From an optimization exercise on the open Yosys and OpenROAD flow, aimed at small area, a short achievable clock period and few clock cycles per item; shortcuts taken in it are not production practice. RTL that was checked went through simulation tests only; none was proved equivalent to the original. No functional check of the RTL was part of run 1. No activity file was given, so power comes from the tool's default toggle rates.

## flow/design.v (module list and top-level ports; edited modules follow where they fit)
// module mac_adder_tree: 26 lines
// module mac_pipe: 3134 lines
module mac_pipe (
  input  logic               clk,
  input  logic               rst,
  input  logic               in_valid,
  output logic               in_ready,
  input  logic               in_first,
  input  logic               in_last,
  input  logic [71:0]        kernel_in,
  input  logic [71:0]        map_in,
  input  logic signed [31:0] bias,
  input  logic [4:0]         shift,
  output logic               out_valid,
  input  logic               out_ready,
  output logic signed [7:0]  mac_out
);
  // ...
==> flow/run.sh <==
#!/bin/bash
# synth_recipe.tcl (not shown) runs the flow's synth.tcl, then flattens the netlist and writes it again
# the make line also repeats each setting of config.mk as NAME=value (left out here)
make -C /OpenROAD-flow-scripts/flow DESIGN_CONFIG=/design/flow/config.mk WORK_HOME=/design/flow/orfs CLKGATE_MAP_FILE= SYNTH_SCRIPT=/design/flow/synth_recipe.tcl finish
==> flow/config.mk <==
export PLATFORM = sky130hd
export DESIGN_NAME = mac_pipe
export DESIGN_NICKNAME = mac_pipe
export VERILOG_FILES = /design/flow/design.v
export SDC_FILE = /design/flow/constraint.sdc
export NUM_CORES = 4
export LEC_CHECK = 0
export ABC_AREA = 1
export CAP_MARGIN = 20
export CORE_MARGIN = 2
export CORE_UTILIZATION = 40
export SETUP_SLACK_MARGIN = 4.0
export SLEW_MARGIN = 20
==> flow/constraint.sdc <==
create_clock -name core_clock -period 7.5 [get_ports {clk}]
set_input_delay 1.5000 -clock core_clock [delete_from_list [all_inputs] [get_ports {clk}]]
set_output_delay 1.5000 -clock core_clock [all_outputs]
set_load 0.01 [all_outputs]
==> run summary, run 1 <==
- Status: finished clean
- Yosys reg bits: 479
- Design Area, Final: 38,700 µm²
- Ranking of synthesized cells by area: fa_1 (35%), dfxtp_1 (22%), nand2_1 (11%)
- Critical Path Fanout Max: 8
- Worst Path Buf+Inv: 2
- Post-layout util: 0.463
- Post-synth EDFFs: 48
- Avg WL per Cell: 20.5 µm
- Tmin final: 3.45 ns
- Global-route wire length before repair: 154 mm
- Clock slew seen by the registers of the worst setup and hold paths: 0.06 ns
- Worst vdd ir: 0.000229 V
- Asr flop ratio synth: 0.117
- Synth Area in Simple Gates: 0.161
- Fin cells: 4,924
- Worst Hold Depth: 0
- WP data arrival: 3.97 ns
- Worst Hold End: w_last
- Starting Density: 0.404
- Critical Path RT: 8.02 ns
- Synth unique cells: 51
- Worst path cell trace: nand2_1 -> fa_1 -> inv_1 -> fa_1 -> inv_2 -> fa_1 -> fa_1 -> fa_1
- Die W: 294 µm
- Post-CTS setup buffers: 6
- Top cell type's share of synthesized area: 0.350
- Area of placed instances: 36,200 µm²
- # hold bufs at CTS: 0
- Hold slack: 0.325 ns
- Area occupied by multi-input gates: 19,300 µm²
- Number of global-route vias before repair: 24,900
- Worst-Margin Slew: 1.01 ns
- Via-to-Cell Ratio: 4.81
- Port Buf Inserts: 196
- R2r worst-path depth: 8
- Clk buf depth: 3
- Clk latency of the worst-skew pair: 0.66 ns
- Die H: 294 µm
- Final period util: 0.460
==> run 2: changes to the inputs <==
--- a/flow/design.v
+++ b/flow/design.v
@@ -3080,19 +3080,19 @@
   logic [4:0] w_shift;
   logic [31:0] w_a;
   logic [31:0] w_b;
   always_ff @(posedge clk) begin
     r_k    <= kernel_in;
     r_m    <= map_in;
     r_bias <= bias;
     t5 <= {bb608, bb607, bb606, bb605, bb604, bb603, bb602, bb601, bb600, bb599, bb598, bb597, bb596, fc1538, bb595, fc1536, fs1537, fc1612, fc1534, fs1535, fc1610, fc1608, fc1532, fc1530, fs1611, fc1606, fc1604, fs1609, fs1607, fc1602, fc1600, fc1598, fc1522, fc1520, fs1605, fs1603, fc1596, fc1594, fc1592, fc1590, fc1514, fc1512, fs1601, fs1599, fs1597, fc1588, fc1586, fc1584, fc1582, fs1595, fs1593, fs1591, fs1589, fc1580, fc1578, fc1576, fc1574, fc1492, fs1587, fs1585, fs1583, fs1581, fc1572, fc1570, fc1568, fc1566, fc1478, fc1476, fs1579, fs1577, fs1575, fs1573, fc1564, fc1562, fc1560, fc1558, fc1464, fs1571, fs1569, fs1567, fs1565, fc1556, fc1554, fc1552, fs1563, fs1561, fs1559, fs1557, fc1550, fc1548, fc1442, fs1555, fs1553, fs1551, fc1546, fc1544, fc1434, fs1549, fs1547, fc1542, fc1428, fs1545, fs1543, fc1540, fc1424, fc1256, fs1541, fs1539, fs1421, bb577, fs993};
-    w_a <= {hs1781, hs1779, hs1777, hs1775, hs1773, hs1771, hs1769, hs1767, hs1765, hs1763, hs1761, hs1759, hs1757, fs1755, fs1753, fs1751, fs1749, fs1747, fs1745, fs1743, fs1741, fs1739, fs1737, fs1735, fs1733, fs1731, fs1729, fs1727, hs1725, t5[3], t5[2], t5[0]};
-    w_b <= {hc1780, hc1778, hc1776, hc1774, hc1772, hc1770, hc1768, hc1766, hc1764, hc1762, hc1760, hc1758, fc1756, fc1754, fc1752, fc1750, fc1748, fc1746, fc1744, fc1742, fc1740, fc1738, fc1736, fc1734, fc1732, fc1730, fc1728, hc1726, t5[7], 1'b0, 1'b0, t5[1]};
-    r_first <= in_first;
+    w_a <= {hs1781, hs1779, hs1777, hs1775, hs1773, hs1771, hs1769, hs1767, hs1765, hs1763, hs1761, hs1759, hs1757, fs1755, fs1753, fs1751, fs1749, fs1747, fs1745, fs1743, fs1741, fs1739, fs1737, fs1735, fs1733, fs1731, fs1729, fs1727, hs1725, t5[3], t5[2], t5[0]} & {32{c5_valid}};
+    w_b <= {hc1780, hc1778, hc1776, hc1774, hc1772, hc1770, hc1768, hc1766, hc1764, hc1762, hc1760, hc1758, fc1756, fc1754, fc1752, fc1750, fc1748, fc1746, fc1744, fc1742, fc1740, fc1738, fc1736, fc1734, fc1732, fc1730, fc1728, hc1726, t5[7], 1'b0, 1'b0, t5[1]} & {32{c5_valid}};
+    r_first <= in_first && take;
     r_last <= in_last;
     r_shift <= shift;
     c5_first <= r_first;
     c5_last <= r_last;
     c5_shift <= r_shift;
     w_first <= c5_first;
     w_last <= c5_last;
     w_shift <= c5_shift;
@@ -3122,56 +3122,59 @@
     end
   end
   assign acc_next = acc_s + {acc_c[30:0], 1'b0};
   always_ff @(posedge clk or posedge rst) begin
     if (rst) begin
       acc   <= 32'd0;
       a_res <= 1'b0;
     end else begin
-      if (w_valid) begin
-        acc <= acc_next;
-      end
+      acc <= acc_next;
       a_res <= w_valid && w_last;
     end
   end
   always_ff @(posedge clk) begin
     a_shift <= w_shift;
   end
   logic signed [32:0] xs;
   logic [31:0]        hi_mask;
   logic               ovf;
   logic [7:0]         q8;
   logic               rb;
   logic [7:0]         rq;
   always_comb begin
     xs      = $signed({acc, 1'b0}) >>> a_shift;
     q8      = xs[8:1];
     rb      = xs[0];
-    hi_mask = 32'hffffffff << ({1'b0, a_shift} + 6'd7);
+    hi_mask = '0;
+    for (int i = 7; i < 32; i++) begin
+      hi_mask[i] = a_shift <= 5'(i - 7);
+    end
     ovf     = |((acc ^ {32{acc[31]}}) & hi_mask);
     if (ovf) begin
       rq = acc[31] ? 8'h80 : 8'h7f;
     end else if (!acc[31] && q8 == 8'h7f && rb) begin
       rq = 8'h7f;
     end else begin
       rq = q8 + {7'd0, rb};
     end
   end
   logic [7:0]      q_mem [6];
   logic [5:0]      q_wr;
   logic [5:0]      q_rd;
   logic [2:0]      q_cnt;
   logic [2:0]      q_cnt_n;
   logic [2:0]      n_out;
   logic [2:0]      n_out_n;
+  logic            ask;
   logic            pop;
   assign pop     = out_valid && out_ready;
+  assign ask     = take && in_last;
   assign q_cnt_n = q_cnt + 3'(a_res) - 3'(pop);
-  assign n_out_n = n_out + 3'(take && in_last) - 3'(pop);
+  assign n_out_n = n_out + 3'(ask) - 3'(pop);
   always_ff @(posedge clk) begin
     for (int i = 0; i < 6; i++) begin
       if (a_res && q_wr[i]) begin
         q_mem[i] <= rq;
       end
     end
   end
   always_ff @(posedge clk or posedge rst) begin
@@ -3186,18 +3189,19 @@
       if (a_res) begin
         q_wr <= {q_wr[4:0], q_wr[5]};
       end
       if (pop) begin
         q_rd <= {q_rd[4:0], q_rd[5]};
       end
       q_cnt     <= q_cnt_n;
       n_out     <= n_out_n;
-      out_valid <= q_cnt_n != '0;
-      in_ready  <= n_out_n < 3'd6;
+      out_valid <= a_res || q_cnt > 3'd1 || (q_cnt == 3'd1 && !pop);
+      in_ready  <= n_out < 3'd5 || (n_out == 3'd5 && (!ask || pop))
+                   || (n_out == 3'd6 && pop);
     end
   end
   always_comb begin
     mac_out = '0;
     for (int i = 0; i < 6; i++) begin
       mac_out = mac_out | (q_rd[i] ? q_mem[i] : 8'd0);
     end
   end
==> run 2 against run 1 <==
  * Clock skew decreased by 0.00088 ns
  * Via count decreased by 1.7%
  * Die area decreased by 1.4%
  * Worst setup slack got worse by 0.059 ns
  * Hold slack got worse by 0.0033 ns
  * Combinational power decreased by 5.7%
  * Synthesized cell count decreased by 2.3%
  * Sequential cell count unchanged
  * Non-clock buffer count increased by 2
  * Critical path depth decreased by 1
  * Global-route usage decreased by 0.64 points
  * Final cell count decreased by 1.9%
  * Critical endpoint is now mac_out[3]
  * Largest cell class unchanged
==> run summary, run 2 <==
- Max-cap violation count: 0 (unchanged)
- Avg Inst Size Synth: 9.13 µm² (was 9.05 µm²)
- I/O pins: 197 (unchanged)
- Post-route ant nets: 0 (unchanged)
- Net count after synthesis: 4,475 (was 4,562)
- Min-Delay Path Class: flop to flop (unchanged)
- Post-synth EDFFs: 48 (unchanged)
- Largest register FFs: 111 (unchanged)
- Final Hold Vio Count: 0 (unchanged)
- Total grt overflow: 0 (unchanged)
- Via-to-Cell Ratio: 4.82 (was 4.81)
- DRC Markers: 0 (unchanged)
- Pre-Repair DR Iteration Count: 6 (unchanged)
- Yosys reg bits: 479 (unchanged)
- Avg WL per Cell: 20.0 µm (was 20.5 µm)
- Critical Path RT: 6.00 ns (was 8.02 ns)
- Final Wtd Congestion: 0.939 (was 0.977)
- CTS Buf Count: 52 (was 55)
- Power per cell area: 391 nW/µm² (was 406 nW/µm²)
- Worst slack, placed: 3.71 ns (was 3.54 ns)
- Post-Route WL: 96.7 mm (was 101 mm)
- Synth unique cells: 46 (was 51)
- Largest net degree at the start of global routing: 57 (unchanged)
- CP peak stage delay: 0.41 ns (was 0.55 ns)
- RSZ-0062 raised after global routing: yes (unchanged)
- Biggest regs: t5: 111 flops, r_k: 72 flops, r_m: 72 flops (unchanged)
- Worst-Margin Slew: 0.762 ns (was 1.01 ns)
- Prevailing post-synth register cell: dfxtp_1 (unchanged)
- Initial antenna violation count: 3 (was 2)
- Hold_sp: r_shift[0] (was c5_last)
- FP Rows: 105 (was 106)
- Post-layout util: 0.463 (about the same)
- Leakage: 19.2 nW (about the same)
- H-tree depth: 2 (unchanged)
- Most common cell after layout, fill and taps aside: nand2_1 (unchanged)
- Top cell type's share of synthesized area: 0.355 (was 0.350)
- F_max: 285 MHz (was 290 MHz)
- Cell taking the most area after synthesis: fa_1 (unchanged)
- Asr flop ratio synth: 0.117 (unchanged)
- Post-route setup TNS: 0 ns (unchanged)
- Core footprint: 82,200 µm² (was 83,600 µm²)
- Gr usage total: 0.235 (was 0.241)
- Final clock skew: 0.0331 ns (was 0.0340 ns)
- Count leader, synth: nand2_1 (unchanged)
- Tmin final: 3.51 ns (was 3.45 ns)
- WP data arrival: 2.01 ns (was 3.97 ns)
- Start point of the critical path: q_rd[0] (was r_k[3])
- Seq pwr share: 0.257 (was 0.254)
- Clock sinks: 479 (unchanged)
- ANT cells: 0 (was 1)
- Clk buf depth: 3 (unchanged)
- Post-Synthesis Cells: 3,640 (was 3,727)
- Global-route wire length before repair: 148 mm (was 154 mm)
- Ranking of synthesized cells by area: fa_1 (36%), dfxtp_1 (23%), nand2_1 (11%) (was fa_1 (35%), dfxtp_1 (22%), nand2_1 (11%))
- Psw: 6.48 mW (was 6.95 mW)
- Status: finished clean (unchanged)
- Growth of design area from synthesis to finish: 14.6% (was 14.7%)
- Final slew viol count: 0 (unchanged)
- Register area share after synthesis: 0.311 (was 0.307)
- CTS tree: built (unchanged)
- DIE AREA: 85,400 µm² (was 86,600 µm²)
- Syn. warnings: 2 (unchanged)
- Number of global-route vias before repair: 24,600 (was 24,900)
- Die H: 292 µm (was 294 µm)
- Biggest register: t5 (unchanged)
- Port Buf Inserts: 196 (unchanged)
- Clock slew seen by the registers of the worst setup and hold paths: 0.08 ns (was 0.06 ns)
- Setup crit start kind: flop (unchanged)
- Setup ws final: 3.99 ns (was 4.05 ns)
- Vias after detailed routing: 23,300 (was 23,700)
- Final period util: 0.467 (was 0.460)
- Final setup violating endpoints: 0 (unchanged)
- Critical Path Fanout Max: 5 (was 8)
- Clock share of power: 0.186 (about the same)
- CP max stage cell: dfstp_2 (was fa_1)
- Kind of critical path: flop to primary output (was flop to flop)
- Clk latency of the worst-skew pair: 0.64 ns (was 0.66 ns)
- Combinational power share: 0.557 (was 0.560)
- Post-Syn Area: 33,200 µm² (was 33,700 µm²)
- Clock root cell: clkbuf_16 (unchanged)
- CP Capture Type: primary output (was flop)
- Starting Density: 0.404 (about the same)
- HPWL Detailed: 80.5 mm (was 82.6 mm)
- Fill count: 7,899 (was 8,018)
- Most frequent cells after synthesis: nand2_1 (967), inv_1 (877), fa_1 (590) (was nand2_1 (1,014), inv_1 (875), fa_1 (590))
- Worst path cell trace: buf_4 -> buf_4 -> nand2_1 -> nand2_1 -> a221oi_2 -> nand3_1 -> dlygate4sd2_1 (was nand2_1 -> fa_1 -> inv_1 -> fa_1 -> inv_2 -> fa_1 -> fa_1 -> fa_1)
- Share of layout cells above drive strength 1: 0.0846 (was 0.0840)
- Die W: 292 µm (was 294 µm)
- Net Sw Frac: 0.435 (was 0.443)
- Reg2Reg Launch Point: r_m[18] (was r_k[3])
- Worst vdd ir: 0.000287 V (was 0.000229 V)
- Cell Int Power: 8.40 mW (was 8.75 mW)
- Fin nets: 4,551 (was 4,632)
- Initial drt markers: 1,651 (was 1,917)
- Hold slack: 0.322 ns (was 0.325 ns)
- Slew HR: 0.492 (was 0.325)
- Most frequent cells in the layout: nand2_1 (967), inv_1 (874), fa_1 (572) (was nand2_1 (1,014), inv_1 (872), fa_1 (576))
==> run 2: cell types whose count changed after synthesis, sizes merged, moves of 3 or more <==
cell    change
a21boi      -3
a31oi       -3
nand2      -52
o21ai      -20
xnor2       +3
or2        -11
buf         -7
a21o        -3
nor2       +28
nand3      -16
nand4       -7
==> run 2: path summary, 6_finish.rpt <==
path | end | slack [ns] | cells past startpoint
max | mac_out[3] | 3.99 | 7
min | c5_shift[0] | 0.32 | 0
max reg2reg | t5[3] | 4.06 | 7
min reg2reg | c5_shift[0] | 0.32 | 0
max in group asynchronous | acc[4] | 5.58 | 3
min in group asynchronous | q_cnt[1] | 1.39 | 3
==> run 2: worst max-delay path: cells and delay by family, from the launching register on <==
family	cells	cell delay [ns]
AOI/OAI and AO/OA	1	0.20
buffers and inverters	3	0.55
DFF	1	0.41
and+or+nand+nor	3	0.21
==> run 2: power by group through the flow <==
stage	clock network, mW	logic [mW]	registers [mW]
finish	2.77	8.29	3.82
detailed placement	0	8.35	3.87
global route	2.94	9.51	3.88
global placement	0	8.24	3.87
floorplan	0	5.72	3.58
CTS	2.84	8.40	3.82
==> run 2: cell families after synthesis <==
kind of cell / share of synthesized area
xor+xnor: 0.0132
fa+ha+maj: 0.377
buf+inv: 0.123
simple gates: 0.155
compound gates: 0.0203
flops: 0.311
==> run 2: area by class of cell <==
| class | instances | area, µm² | share of cell area |
|---|---|---|---|
| Clock buffer | 70 | 1490 | 0.0390 |
| Timing Repair Buffer | 209 | 2050 | 0.0539 |
| Clock inverter | 27 | 393 | 0.0103 |
| Inverter | 884 | 3320 | 0.0872 |
| Sequential cell | 479 | 10600 | 0.279 |
| Tap cell | 1070 | 1340 | 0.0351 |
| Multi-Input combinational cell | 2090 | 18900 | 0.496 |
==> run 2: routing by layer <==
| metal | share of wire | vias up | global-route usage |
|---|---|---|---|
| met2 | 0.45 | 942 | 0.369 |
| met3 | 0.081 | 198 | 0.0535 |
| li1 | - | 10500 | - |
| met1 | 0.42 | 11600 | 0.313 |
| met4 | 0.048 | 2 | 0.0997 |
| met5 | 0.00013 | - | 0 |
==> run 2: what timing repair did <==
item                                   CTS  global route
resized for setup                      124           104
hold buffers                             0             0
endpoints found under the hold margin    0             0
pin swaps                                0             8
buffers inserted                         5             2
setup endpoints to repair               62            67
==> run 2: per-stage QoR <==
stage,cell area [µm²],std cells,total power [mW]
floorplan,33200,3640,9.30
global placement,35800,4725,12.1
detailed placement,35800,4725,12.2
CTS,37900,4827,15.1
global route,38100,4829,16.3
finish,38100,4829,14.9
Testbench counts of run 2, summed over its fixed seeds: cycles 7,052, items 7,012.

==> port drivers added, routing unchanged <==
The flow's constraints put no driver on any port. The routed layouts listed below were extracted and timed again, unchanged, in two steps.
Step 1: set_driving_cell puts a clkbuf_16 on clk and a buf_2 on each other input, an assumption about the parent block.
Step 2 moves the port delays by t, midway between the first and last clock arrival at a register: inputs arrive t later, outputs are due t later. That takes back most of the time a late clock gives input paths.
a / b / c = no drivers / after step 1 / after step 2; a / b = the first two.
run	t (ns)	setup slack, ns	latest minus earliest clock arrival (ns)	worst data-port slew with drivers (ns)	pins driven straight from the clock port
run 1	0.716	4.053 / 4.044 / 3.609	0.035 / 0.035	0.07	1
run 2	0.685	3.994 / 3.929 / 3.863	0.039 / 0.039	0.07	1
After both steps every run listed still meets setup and hold. For run 1, which loses most, drivers alone change the setup slack by -0.009 ns; drivers and shift together by -0.444 ns.
